What follows belongs to an exercise in optimizing a design on an open flow for small area and a short achievable clock period; a production flow would make more cautious choices. Only simulation tests tie the RTL to the original design; equivalence was not proved. No activity file was given, so power comes from the tool's default toggle rates.

the reference run:
Design fp32_fma, start of the top module:
module fp32_fma (
    input  logic    clk,
    input  logic    rst_n,
    input  logic    in_valid,
    input  fma_pkg::fp32_t   a,
    input  fma_pkg::fp32_t   b,
    input  fma_pkg::fp32_t   c,
    input  fma_pkg::rmode_t  rm,
    output logic    out_valid,
    output fma_pkg::fp32_t   result,
    output fma_pkg::fflags_t flags
);
==> module fma_normalize, before the edit <==
module fma_normalize (
    input  logic        clk,
    input  logic        rst_n,
    input  logic        in_valid,
    input  logic [75:0] mag,
    input  logic [9:0]  lim_hi,
    input  logic [7:0]  lim_lo,
    input  logic        sign,
    input  logic        is_sub,
    input  logic [fma_pkg::SIDE_W-1:0] side_in,
    output logic        out_valid,
    output logic [24:0] frac_q,
    output logic        subnormal_q,
    output logic        sticky_q,
    output logic        zero_q,
    output logic [7:0]  vexp_q,
    output logic        huge_q,
    output logic        e254_q,
    output logic        sign_q,
    output logic        is_sub_q,
    output logic [7:0]  side_q
);
    logic [127:0] lzin;
    logic [6:0]   lz;
    always_comb begin
        lzin = '0;
        for (int i = 0; i < 76; i++) lzin[i + 52] = mag[i] | (lim_hi[i >> 3] & lim_lo[i & 7]);
        lzin[51] = 1'b1;
    end
    logic [63:0]  v1;  logic [0:0] c1 [64];
    logic [31:0]  v2;  logic [1:0] c2 [32];
    logic [15:0]  v3;  logic [2:0] c3 [16];
    logic [7:0]   v4;  logic [3:0] c4 [8];
    logic [3:0]   v5;  logic [4:0] c5 [4];
    logic [1:0]   v6;  logic [5:0] c6 [2];
    always_comb begin
        for (int i = 0; i < 64; i++) begin
            v1[i] = lzin[2*i+1] | lzin[2*i];
            c1[i] = !lzin[2*i+1];
        end
        for (int i = 0; i < 32; i++) begin
            v2[i] = v1[2*i+1] | v1[2*i];
            c2[i] = v1[2*i+1] ? {1'b0, c1[2*i+1]} : {1'b1, c1[2*i]};
        end
        for (int i = 0; i < 16; i++) begin
            v3[i] = v2[2*i+1] | v2[2*i];
            c3[i] = v2[2*i+1] ? {1'b0, c2[2*i+1]} : {1'b1, c2[2*i]};
        end
        for (int i = 0; i < 8; i++) begin
            v4[i] = v3[2*i+1] | v3[2*i];
            c4[i] = v3[2*i+1] ? {1'b0, c3[2*i+1]} : {1'b1, c3[2*i]};
        end
        for (int i = 0; i < 4; i++) begin
            v5[i] = v4[2*i+1] | v4[2*i];
            c5[i] = v4[2*i+1] ? {1'b0, c4[2*i+1]} : {1'b1, c4[2*i]};
        end
        for (int i = 0; i < 2; i++) begin
            v6[i] = v5[2*i+1] | v5[2*i];
            c6[i] = v5[2*i+1] ? {1'b0, c5[2*i+1]} : {1'b1, c5[2*i]};
        end
        lz = v6[1] ? {1'b0, c6[1]} : {1'b1, c6[0]};
    end
    logic [127:0] tzin;
    logic [6:0]   tz;
    logic [63:0]  w1;  logic [0:0] d1 [64];
    logic [31:0]  w2;  logic [1:0] d2 [32];
    logic [15:0]  w3;  logic [2:0] d3 [16];
    logic [7:0]   w4;  logic [3:0] d4 [8];
    logic [3:0]   w5;  logic [4:0] d5 [4];
    logic [1:0]   w6;  logic [5:0] d6 [2];
    always_comb begin
        tzin = '0;
        tzin[75:0] = mag;
        tzin[76]   = 1'b1;
        for (int i = 0; i < 64; i++) begin
            w1[i] = tzin[2*i+1] | tzin[2*i];
            d1[i] = !tzin[2*i];
        end
        for (int i = 0; i < 32; i++) begin
            w2[i] = w1[2*i+1] | w1[2*i];
            d2[i] = w1[2*i] ? {1'b0, d1[2*i]} : {1'b1, d1[2*i+1]};
        end
        for (int i = 0; i < 16; i++) begin
            w3[i] = w2[2*i+1] | w2[2*i];
            d3[i] = w2[2*i] ? {1'b0, d2[2*i]} : {1'b1, d2[2*i+1]};
        end
        for (int i = 0; i < 8; i++) begin
            w4[i] = w3[2*i+1] | w3[2*i];
            d4[i] = w3[2*i] ? {1'b0, d3[2*i]} : {1'b1, d3[2*i+1]};
        end
        for (int i = 0; i < 4; i++) begin
            w5[i] = w4[2*i+1] | w4[2*i];
            d5[i] = w4[2*i] ? {1'b0, d4[2*i]} : {1'b1, d4[2*i+1]};
        end
        for (int i = 0; i < 2; i++) begin
            w6[i] = w5[2*i+1] | w5[2*i];
            d6[i] = w5[2*i] ? {1'b0, d5[2*i]} : {1'b1, d5[2*i+1]};
        end
        tz = w6[0] ? {1'b0, d6[0]} : {1'b1, d6[1]};
    end
    logic [75:0]        nrm;
    logic [9:0]         e_anchor;
    logic signed [10:0] vexp;
    logic [75:0] ns [8];
    always_comb begin
        ns[0] = mag;
        for (int k = 0; k < 7; k++) begin
            ns[k+1] = lz[6-k] ? (ns[k] << (64 >> k)) : ns[k];
        end
        nrm = ns[7];
    end
    assign e_anchor = side_in[17:8];
    assign vexp     = 11'(e_anchor) - 11'(lz);
    logic valid_q;
    always_ff @(posedge clk or negedge rst_n) begin
        if (!rst_n) valid_q <= 1'b0;
        else        valid_q <= in_valid;
    end
    assign out_valid = valid_q;
    always_ff @(posedge clk) begin
        frac_q      <= nrm[74:50];
        subnormal_q <= !nrm[75];
        sticky_q    <= (8'(tz) + 8'(lz)) < 8'd50;
        zero_q      <= tz == 7'd76;
        vexp_q      <= vexp[7:0];
        huge_q      <= vexp >= 11'sd255;
        e254_q      <= vexp == 11'sd254;
        sign_q      <= sign;
        is_sub_q    <= is_sub;
        side_q      <= side_in[7:0];
    end
endmodule
Settings: LEC_CHECK=0, CAP_MARGIN=20, CORE_MARGIN=2, CORE_UTILIZATION=60, PLACE_DENSITY=0.72, SETUP_SLACK_MARGIN=5, SLEW_MARGIN=20; clock period 10.5 ns.
run.sh (not shown) runs the stock make flow with config.mk's settings and CLKGATE_MAP_FILE= SYNTH_SCRIPT=/design/flow/synth_recipe.tcl, a recipe that flattens the netlist after the stock synthesis.
Every stage of the flow completed for the reference run, and the final layout passed the timing, design-rule and antenna checks.
#### Input delta (the trial run over the reference run)
--- a/flow/design.v
+++ b/flow/design.v
@@ -1584,6 +1584,12 @@
     end
     assign e_anchor = side_in[17:8];
     assign vexp     = 11'(e_anchor) - 11'(lz);
+    logic signed [10:0] lz_huge, lz_254;
+    logic               huge, e254;
+    assign lz_huge = 11'(e_anchor) - 11'sd255;    
+    assign lz_254  = 11'(e_anchor) - 11'sd254;    
+    assign huge    = !lz_huge[10] && (lz_huge[9:7] != 3'b000 || lz_huge[6:0] >= lz);
+    assign e254    = !lz_254[10] && lz_254[9:7] == 3'b000 && lz_254[6:0] == lz;
     logic valid_q;
     always_ff @(posedge clk or negedge rst_n) begin
         if (!rst_n) valid_q <= 1'b0;
@@ -1596,8 +1602,8 @@
         sticky_q    <= (8'(tz) + 8'(lz)) < 8'd50;
         zero_q      <= tz == 7'd76;
         vexp_q      <= vexp[7:0];
-        huge_q      <= vexp >= 11'sd255;
-        e254_q      <= vexp == 11'sd254;
+        huge_q      <= huge;
+        e254_q      <= e254;
         sign_q      <= sign;
         is_sub_q    <= is_sub;
         side_q      <= side_in[7:0];
[summary]
Taking the reference run as the reference, in the trial run relative contribution of combinational cells to total power saw an increase; wire length saw a decrease; sequential cell area in the final layout saw little to no change; area of the die saw an increase; sequential cell count saw little to no change.
Comparing the trial run and the reference run, the higher global-route track usage on met3 is on the reference run.
Diff the reference run -> the trial run: count of clock-buffer cells in the layout went down by 2; xor/xnor cell area share of the yosys netlist shows an increase of 0.26 points; via count moved down; post-placement cell count closely matched the old numbers.
The depth of the critical timing path with buffers and inverters included of the trial run is lower than that of the reference run.

## afterwards: timing with drivers on the ports
How much do the figures lean on ideal ports? The routed layouts below were timed once more, with nothing changed but the port constraints.
Step 1 sets driving cells, clkbuf_16 on the clock port and buf_2 on the other inputs (assumed; they add their load-dependent delay and slew).
Step 2 also shifts input and output timing later by t, the mid clock arrival at the registers, as if the neighbouring blocks saw the same clock.
Three values: ideal ports, drivers, drivers and shift; two values: the first two.
run	shift t [ns]	slack for setup (ns)	worst setup path after step 2	latest minus earliest clock arrival (ns)
the reference run	0.675	4.920 / 4.853 / 5.116	register to register	0.055 / 0.055
the trial run	0.672	5.051 / 4.981 / 5.100	register to register	0.032 / 0.031
After both steps every run listed still meets setup and hold.
